Context: an optimization exercise on an open-source flow, tuned for small area, a short achievable clock period and few clock cycles per item. The choices shown serve that exercise and are no tape-out recipe.
Function was not checked in any run shown here: the RTL went through the layout flow alone.

==> flow/design.v, too long to show whole: its modules and the start of the top module <==
// module butterfly_pipe_unit: 1770 lines
module butterfly_pipe_unit #(
    parameter int unsigned WIDTH         = 16,
    parameter int unsigned FRACTION_BITS = 14,
    parameter int unsigned TAG_WIDTH     = 5
) (
    input  logic                 CLK,
    input  logic                 RST,
    input  logic                 in_valid,
    output logic                 in_ready,
    input  logic [WIDTH-1:0]     in_1_real,
    input  logic [WIDTH-1:0]     in_1_imag,
    input  logic [WIDTH-1:0]     in_2_real,
    input  logic [WIDTH-1:0]     in_2_imag,
    input  logic [WIDTH-1:0]     twiddle_real,
    input  logic [WIDTH-1:0]     twiddle_imag,
    input  logic [TAG_WIDTH-1:0] in_tag,
    input  logic                 mode_inverse,
    input  logic                 scale_half,
    output logic                 out_valid,
    input  logic                 out_ready,
    output logic [WIDTH-1:0]     even_real,
    output logic [WIDTH-1:0]     even_imag,
    output logic [WIDTH-1:0]     odd_real,
    output logic [WIDTH-1:0]     odd_imag,
    output logic [TAG_WIDTH-1:0] out_tag,
    output logic                 ovf_flag,
    input  logic                 ovf_clear
);
  // ...
==> flow/flow/run.sh <==
#!/bin/bash
set -e
bash standard.sh SETUP_SLACK_MARGIN=${FLOW_MARGIN:-6.5} \
  "BUFFER_PORTS_ARGS=-buffer_cell sky130_fd_sc_hd__buf_2" finish > standard.log 2>&1
==> flow/standard.sh <==
#!/bin/bash
# synth_recipe.tcl (not shown) runs the flow's synth.tcl, then flattens the netlist and writes it again
# the make line also repeats each setting of config.mk as NAME=value (left out here)
make -C /OpenROAD-flow-scripts/flow DESIGN_CONFIG=/design/flow/config.mk WORK_HOME=/design/flow/orfs CLKGATE_MAP_FILE= SYNTH_SCRIPT=/design/flow/synth_recipe.tcl "${@:-finish}"
==> flow/config.mk <==
export PLATFORM = sky130hd
export DESIGN_NAME = butterfly_pipe_unit
export DESIGN_NICKNAME = butterfly_pipe_unit
export VERILOG_FILES = /design/flow/design.v
export SDC_FILE = /design/flow/constraint.sdc
export NUM_CORES = 4
export LEC_CHECK = 0
export ABC_CLOCK_PERIOD_IN_PS = 3000
export CAP_MARGIN = 20
export CORE_MARGIN = 2
export CORE_UTILIZATION = 40
export SETUP_SLACK_MARGIN = 5
export SLEW_MARGIN = 20
==> flow/constraint.sdc <==
create_clock -name core_clock -period 10.0 [get_ports {CLK}]
set_input_delay 2.0000 -clock core_clock [delete_from_list [all_inputs] [get_ports {CLK}]]
set_output_delay 2.0000 -clock core_clock [all_outputs]
set_load 0.01 [all_outputs]
==> summary.txt, run 1 <==
Cells and area
  – Final nets: 5270
  – Multi-input combinational area share: 50.0%
  – Ant. Diodes: 1
  – Commonest non-fill, non-tap cells in the layout: edfxtp_1, inv_1, fa_1

Synthesis
  – Seq/Total Area, Yosys: about two fifths
  – Area contributors post-synth: edfxtp_1, fa_1, xnor2_1, a22oi_1, ha_1
  – Post-synthesis mux area share: 3.09%
  – Largest family of logic cells by synthesized area: adder cells
  – Top cell type's share of synthesized area: between 30% and 40%
  – Synth Register Bits: 671

Clock tree
  – Number of hold buffers added after CTS: 0
  – CTS Buf Count: 80
  – Root buffer cell: clkbuf_16
  – Depth of the CTS H-tree: 3
  – Post-CTS setup buffers: 18

Global route
  – Vias in the first global route: 35828

Timing
  – Fin crit share: 34.4%
  – Setup TNS: 0 ns

Critical path
  – Critical Path End Type: flop
  – Critical path, cell by cell: buf_4, inv_2, xnor2_1, fa_1, fa_1, inv_1, fa_1
  – Worst path most repeated cell: fa_1
  – Worst EP required: roughly 10 ns
  – Worst path top cell family by delay: adder cells

Min path
  – Worst Hold Launch: tag1_q[4]$_DFFE_PP_

Placement
  – Placed insts: 6094
  – HPWL Detailed: 96.7 mm

Run status
  – Run status: timing/DRC/antenna clean
==> run 2: changes to the inputs <==
==> flow/flow/run.sh (replaced) <==
#!/bin/bash
set -e
bash standard.sh SETUP_SLACK_MARGIN=${FLOW_MARGIN:-6.75} \
  "BUFFER_PORTS_ARGS=-buffer_cell sky130_fd_sc_hd__buf_2" finish > standard.log 2>&1
==> summary.txt, run 2 <==
Run status
  – Run status: timing/DRC/antenna clean

Drt
  – DR WL/cell: 23.5 um
  – Initial DRC Count: 3330
  – Vias: 34951
  – Routed Antenna Nets: 0
  – Remaining DRCs: 0
  – Total wire length: 148 mm
  – Detailed Routing Iterations Pass 1: 7
  – Drt via density: 5.54

Floorplan
  – I/O Pins: 180
  – Die extent in y: 365 um
  – Initial Utilization: between 40% and 50%
  – Std cell rows: 132
  – Die footprint: 133000 um^2
  – Core area: 129000 um^2
  – Die X: 365 um

Cells and area
  – Top Registers: cs2i_q: 121 flops, cs2r_q: 121 flops, skid_q: 70 flops
  – Commonest non-fill, non-tap cells in the layout: edfxtp_1, inv_1, fa_1
  – Final Instance Area: roughly 60000 um^2
  – Leading cell type in the layout, fill and taps excluded: edfxtp_1
  – Finished Layout Cells: approximately 6300
  – Area of the multi-input gates: roughly 30000 um^2
  – Ant. Diodes: 0 (-1)
  – Fraction of layout cells with a size suffix above 1: between 10% and 20%
  – Register Area: 20100 um^2
  – Number of fill cells: 11804
  – Area Overhead vs Synth: 13.6%
  – Final nets: 5312 (+0.80%)

Synthesis
  – Post-synth top cells: edfxtp_1, inv_1, fa_1, xnor2_1, a22oi_1
  – Seq/Total Area, Yosys: 38.5% (unchanged)
  – YS warnings: 1
  – Syn_area_per_cell: between 10 and 15 um^2
  – Top cell type's share of synthesized area: 38.2% (unchanged)
  – Area contributors post-synth: edfxtp_1, fa_1, xnor2_1, a22oi_1, ha_1
  – Asr flop ratio synth: 0%
  – Mapped Cells: 4398
  – Mapped Area: 52100 um^2
  – Syn nets: 5204
  – Yosys top cell by area: edfxtp_1
  – Most frequent cell after synthesis: edfxtp_1
  – Post-synth EDFFs: 663
  – Synth unique cells: 90
  – Synth Register Bits: 671 (unchanged)
  – Main synth FF type: edfxtp_1

Critical path
  – Reg-to-reg critical path startpoint: p3i_x_q[2]$_DFFE_PP_
  – Critical Path End Type: flop
  – Reg-to-reg endpoint: out_q[44]$_DFFE_PN_
  – Worst endpoint data arrival time: 3.81 ns
  – Startpoint Class: flop
  – Critical path type: reg2reg
  – Worst-path maximum fanout: 6
  – Worst EP required: 10.44 ns (about the same)
  – Reg2reg path depth: 11
  – R2R Setup Slk: 6.63 ns

Min path
  – Worst Hold Launch: tag2_q[0]$_DFFE_PP_
  – Hold Path Class: reg2reg
  – Hold depth: 0
  – Hold EP: tag3_q[0]$_DFFE_PP_

Timing
  – Final setup viols: 0
  – Worst Tran Pin Value: between 1 and 1.5 ns
  – Worst Skew: between 0.02 and 0.03 ns
  – Max-slew headroom: 30.5%
  – Final count of hold timing violations: 0
  – Final Slew Violations: 0
  – Fmax: 297 MHz
  – Hold slack final: 0.419 ns
  – Minimum clock period: 3.37 ns
  – RSZ-0062 raised after global routing: true
  – Setup TNS: 0 ns (unchanged)
  – Fin crit share: 33.7% (-0.70 points)

Global route
  – Initial antenna violation count: 0
  – Vias in the first global route: 36053 (+0.63%)
  – Total track usage: 22.2%
  – Grt ovf: 0
  – Global-route wire length before repair: 225 mm
  – Largest net degree at the start of global routing: approximately 160

Placement
  – HPWL Detailed: 96.9 mm (+0.18%)
  – I/O Buffers: 179
  – Placement Cell Area: 54600 um^2
  – Placed insts: 6093 (-0.016%)
  – Routability Congestion: 0.877

Clock tree
  – Number of hold buffers added after CTS: 0 (unchanged)
  – Clock sinks: around 670
  – Clock transition at path regs: 0.06 ns
  – CTS tree: built
  – Clk buf depth: 3
  – Depth of the CTS H-tree: 3 (unchanged)
  – Root buffer cell: clkbuf_16
  – Worst skew pair latency: around 0.70 ns
  – CTS Buf Count: 77 (-3.8%)

Run
  – Max Cap Violations: 0
==> run 2: worst max path at each step <==
| stage | depth (start not counted) | slack (ns) | end | startpoint |
|---|---|---|---|---|
| finish | 11 | 6.63 | out_q[44]$_DFFE_PN_ | p3i_x_q[2]$_DFFE_PP_ |
| global route | 13 | 6.56 | out_q[43]$_DFFE_PN_ | p3i_x_q[0]$_DFFE_PP_ |
| CTS | 1 | 6.66 | odd_imag[1] | out_q[7]$_DFFE_PN_ |
| detailed placement | 11 | 5.88 | p3i_ye_q[0]$_DFFE_PP_ | cs2i_q[38]$_DFFE_PP_ |
| global placement | 7 | 5.92 | ovf_q$_SDFF_PN0_ | out_ready |
| floorplan | 2 | 4.72 | skid_q[0]$_DFFE_PP_ | en_q$_SDFF_PN1_ |
==> run 2: cell families (layout without fill, tap and decap cells) <==
group	after synthesis	after routing	share of synthesized area (%)
fa+ha+maj	698	698	24.3
simple gates	411	411	3.94
buf+inv	908	1077	6.64
compound gates	914	916	12.6
mux	148	149	3.09
flops	671	671	38.5
xor+xnor	648	648	10.9
==> run 2: cell type report <==
type                       count  area share [%]
clock buffer                  92            3.48
clock inverter                51            1.06
inverter                     590            3.80
tap                         1742            3.68
timing repair inverter         1         0.00846
timing repair buffer         343            3.96
sequential                   671            33.9
multi-input combinational   2822            50.1
==> run 2: through the flow <==
stage                     setup slack, ns  util, %
final                                6.63     45.7
after global routing                 6.56     45.7
after CTS                            6.66     45.1
after detailed placement             5.88     42.2
after global placement               5.92     42.2
after floorplan                      4.72        -
==> run 2: critical path, cell delays in order (launching register included) <==
cell and delay (ns):
edfxtp_1 0.44, ha_1 0.40, a21o_1 0.24, a21oi_4 0.27
a2111oi_4 0.12, o31a_1 0.31, a211o_1 0.32, mux2i_4 0.17
o221ai_4 0.17, clkbuf_16 0.24, mux2i_1 0.14, mux2_2 0.29
==> run 2: timing repair <==
action	CTS	global route
setup endpoints to repair	293	183
resized for setup	123	125
pin swaps	36	43
cloned	3	3
buffers inserted	42	28
==> run 2: metal layers <==
layer | part of all wire (%) | up-vias | track usage (%)
li1 | - | 15358 | -
met1 | 42 | 17471 | 30.1
met2 | 46 | 1757 | 34.7
met3 | 8.9 | 365 | 5.19
met4 | 4.0 | 0 | 8.55
met5 | 0 | - | 0
==> run 3: changes to the inputs <==
==> flow/flow/run.sh (replaced) <==
#!/bin/bash
set -e
bash standard.sh SETUP_SLACK_MARGIN=${FLOW_MARGIN:-6.6} \
  "BUFFER_PORTS_ARGS=-buffer_cell sky130_fd_sc_hd__buf_1" finish > standard.log 2>&1
--- a/flow/config.mk
+++ b/flow/config.mk
@@ -8,6 +8,7 @@
 export ABC_CLOCK_PERIOD_IN_PS = 3000
 export CAP_MARGIN = 20
 export CORE_MARGIN = 2
-export CORE_UTILIZATION = 40
+export CORE_UTILIZATION = 55
+export PLACE_DENSITY = 0.72
 export SETUP_SLACK_MARGIN = 5
 export SLEW_MARGIN = 20
==> summary.txt, run 3 <==
Drt
  – Remaining DRCs: 0 (unchanged)
  – Max layer used: met4
  – Initial DRC Count: 4261 (+28%)
  – WL met1: 55.6 mm (-9.6%)
  – Detailed Routing Iterations Pass 1: 7 (unchanged)
  – DR WL met2: 63.7 mm (-5.7%)
  – Drt via density: 6.18 (+12%)
  – Routed Antenna Nets: 0 (unchanged)
  – Vias: 35815 (+2.5%)
  – Total wire length: 145 mm (-2.4%)
  – DR WL/cell: 25.0 um (+6.4%)
  – Routed length on met3: 16.9 mm (+28%)

Placement
  – Routability Congestion: 0.925 (+5.6%)
  – Placed insts: 5603 (-8.0%)
  – I/O Buffers: 179 (unchanged)
  – HPWL Detailed: 92.2 mm (-4.8%)
  – Pre-CTS worst setup slack: 5.88 ns (+0.000330 ns)

Critical path
  – Critical Path End Type: flop
  – Startpoint Class: flop
  – Reg2reg path depth: 14 (+3)
  – Worst endpoint data arrival time: 3.77 ns (-0.04 ns)
  – Worst EP required: 10.41 ns (-0.03 ns)
  – Worst-path maximum fanout: 8 (+2)
  – Critical path type: reg2reg

Cells and area
  – Number of fill cells: 7469 (-37%)
  – Final nets: 5280 (-0.60%)
  – Area Overhead vs Synth: 10.6%
  – Fraction of layout cells with a size suffix above 1: 10.8% (-5.6 points)
  – Leading cell type in the layout, fill and taps excluded: edfxtp_1
  – Commonest non-fill, non-tap cells in the layout: edfxtp_1, inv_1, fa_1
  – Top Registers: cs2i_q: 121 flops, cs2r_q: 121 flops, skid_q: 70 flops
  – Ant. Diodes: 0 (unchanged)
  – Finished Layout Cells: 5791 (-8.3%)
  – Register Area: 20100 um^2 (unchanged)
  – Area of the multi-input gates: 29300 um^2 (-1.1%)

Synthesis
  – Post-synth top cells: edfxtp_1, inv_1, fa_1, xnor2_1, a22oi_1
  – Top cell type's share of synthesized area: 38.2% (unchanged)
  – Synth Register Bits: 671 (unchanged)
  – Main synth FF type: edfxtp_1
  – Asr flop ratio synth: 0% (unchanged)
  – Post-synth EDFFs: 663 (unchanged)
  – YS warnings: 1 (unchanged)
  – Area contributors post-synth: edfxtp_1, fa_1, xnor2_1, a22oi_1, ha_1
  – Most frequent cell after synthesis: edfxtp_1
  – Syn_area_per_cell: 11.8 um^2 (unchanged)
  – Mapped Cells: 4398 (unchanged)
  – Yosys top cell by area: edfxtp_1
  – Mapped Area: 52100 um^2 (unchanged)
  – Seq/Total Area, Yosys: 38.5% (unchanged)
  – Syn nets: 5204 (unchanged)
  – Synth unique cells: 90 (unchanged)

Global route
  – Global-route wire length before repair: 220 mm (-2.1%)
  – Initial antenna violation count: 0 (unchanged)
  – Vias in the first global route: 37209 (+3.2%)
  – Total track usage: 29.7% (+7.4 points)
  – Grt ovf: 0 (unchanged)
  – Largest net degree at the start of global routing: 168 (+7.0%)

Timing
  – Fin crit share: 33.5% (-0.13 points)
  – Final count of hold timing violations: 0 (unchanged)
  – Hold slack final: 0.416 ns (-0.00360 ns)
  – Final Slew Violations: 0 (unchanged)
  – Final WS setup: 6.65 ns (+0.0126 ns)
  – Final setup viols: 0 (unchanged)
  – Max-slew headroom: 26.8% (-3.6 points)
  – Fmax: 298 MHz (+0.38%)
  – Worst Skew: 0.0289 ns (+0.000950 ns)
  – RSZ-0062 raised after global routing: true
  – Setup TNS: 0 ns (unchanged)
  – Worst Tran Pin Value: 1.10 ns (+0.0531 ns)
  – Minimum clock period: 3.35 ns (-0.0126 ns)

Clock tree
  – CTS Buf Count: 76 (-1.3%)
  – Clock transition at path regs: 0.07 ns (about the same)
  – Depth of the CTS H-tree: 3 (unchanged)
  – CTS tree: built
  – Worst skew pair latency: 0.67 ns (-0.03 ns)
  – Root buffer cell: clkbuf_16
  – Clock sinks: 671 (unchanged)
  – Number of hold buffers added after CTS: 0 (unchanged)
  – Clk buf depth: 3 (unchanged)

Floorplan
  – Die X: 312 um (-15%)
  – Initial Utilization: 55.6% (+15 points)
  – Die extent in y: 312 um (-15%)
  – I/O Pins: 180 (unchanged)
  – Core area: 93600 um^2 (-28%)
  – Std cell rows: 112 (-15%)
  – Die footprint: 97100 um^2 (-27%)

Min path
  – Hold depth: 0 (unchanged)
  – Hold Path Class: reg2reg

Run status
  – Run status: timing/DRC/antenna clean

Run
  – Max Cap Violations: 0 (unchanged)
## run 3: cell counts after synthesis
No cell type changed its count.
## run 3: final cells by class
type | instances | area share, %
Clock inverter | 50 | 1.03
Inverter | 590 | 3.90
Tap cell | 1254 | 2.73
Multi-Input combinational cell | 2823 | 50.9
Timing Repair Buffer | 312 | 3.13
Clock buffer | 91 | 3.47
Sequential cell | 671 | 34.9
## run 3: worst max-delay path: stages (launching register included)
cell and delay [ns]:
edfxtp_1 0.43, ha_2 0.43, nand3_4 0.15, o211ai_1 0.20, buf_4 0.16, a22oi_2 0.07, buf_4 0.16, o31ai_4 0.06
a211oi_4 0.11, buf_12 0.16, or3_4 0.39, a21oi_4 0.23, buf_6 0.18, o31ai_2 0.08, mux2_2 0.27
## run 3: metrics by stage
step,utilization (%),area [um^2]
floorplan,-,52100
finish,61.5,57600
global placement,57.5,53800
CTS,60.8,56900
detailed placement,57.5,53800
global route,61.5,57600
## run 3: routing by layer
layer,up-vias,global-route usage (%)
li1,15272,-
met1,17556,39.0
met4,0,14.3
met5,-,0.445
met2,2325,45.4
met3,662,8.59
## run 3: kinds of logic (layout without fill, tap and decap cells)
kind of cell	Yosys count	count (layout)	share of synthesized area [%]
AND/OR/NAND/NOR	411	411	3.94
AO/OA/AOI/OAI	914	917	12.6
adder cells (fa/ha/maj)	698	698	24.3
multiplexers	148	149	3.09
XOR/XNOR	648	648	10.9
buffers and inverters	908	1043	6.64
flip-flops	671	671	38.5
## run 3: timing repair
action                     in CTS  in global routing
gates cloned                    2                  2
pin swaps                      13                 27
gates resized for setup        59                 96
setup endpoints to repair     196                124
buffers inserted               22                 21
## run 3: path summary, 6_finish.rpt
path	to	slack, ns	from
worst max-delay path	out_q[12]$_DFFE_PN_	6.65	p3i_x_q[10]$_DFFE_PP_
worst max register to register	out_q[12]$_DFFE_PN_	6.65	p3i_x_q[10]$_DFFE_PP_
worst min-delay path	tag3_q[2]$_DFFE_PP_	0.42	tag2_q[2]$_DFFE_PP_
worst min register to register	tag3_q[2]$_DFFE_PP_	0.42	tag2_q[2]$_DFFE_PP_

[port drivers added, routing unchanged]
No port has a modelled driver above. Below, the same layouts with a new extraction and two added sets of constraints. Step 1 (the two cells are an assumption about what drives the block):
set clk [get_ports {CLK}]
set_driving_cell -lib_cell sky130_fd_sc_hd__clkbuf_16 $clk
set_driving_cell -lib_cell sky130_fd_sc_hd__buf_2 [delete_from_list [all_inputs] $clk]
Step 2 moves the port delays by t, midway between the first and last clock arrival at a register: inputs arrive t later, outputs are due t later. That takes back most of the time a late clock gives input paths. Slacks: no drivers / after step 1 / after step 2; pairs: no drivers / after step 1.
run | t, ns | setup WS [ns] | worst setup path after step 2 | pins driven straight from the clock port
run 1 | 0.766 | 6.564 / 6.564 / 5.972 | input to register | 1
run 2 | 0.765 | 6.634 / 6.633 / 6.247 | input to register | 1
run 3 | 0.731 | 6.647 / 6.647 / 6.065 | input to register | 1
After both steps setup and hold are still met in every run listed. For run 1, which loses most, drivers alone change the setup slack by 0.000 ns; drivers and shift together by -0.592 ns.
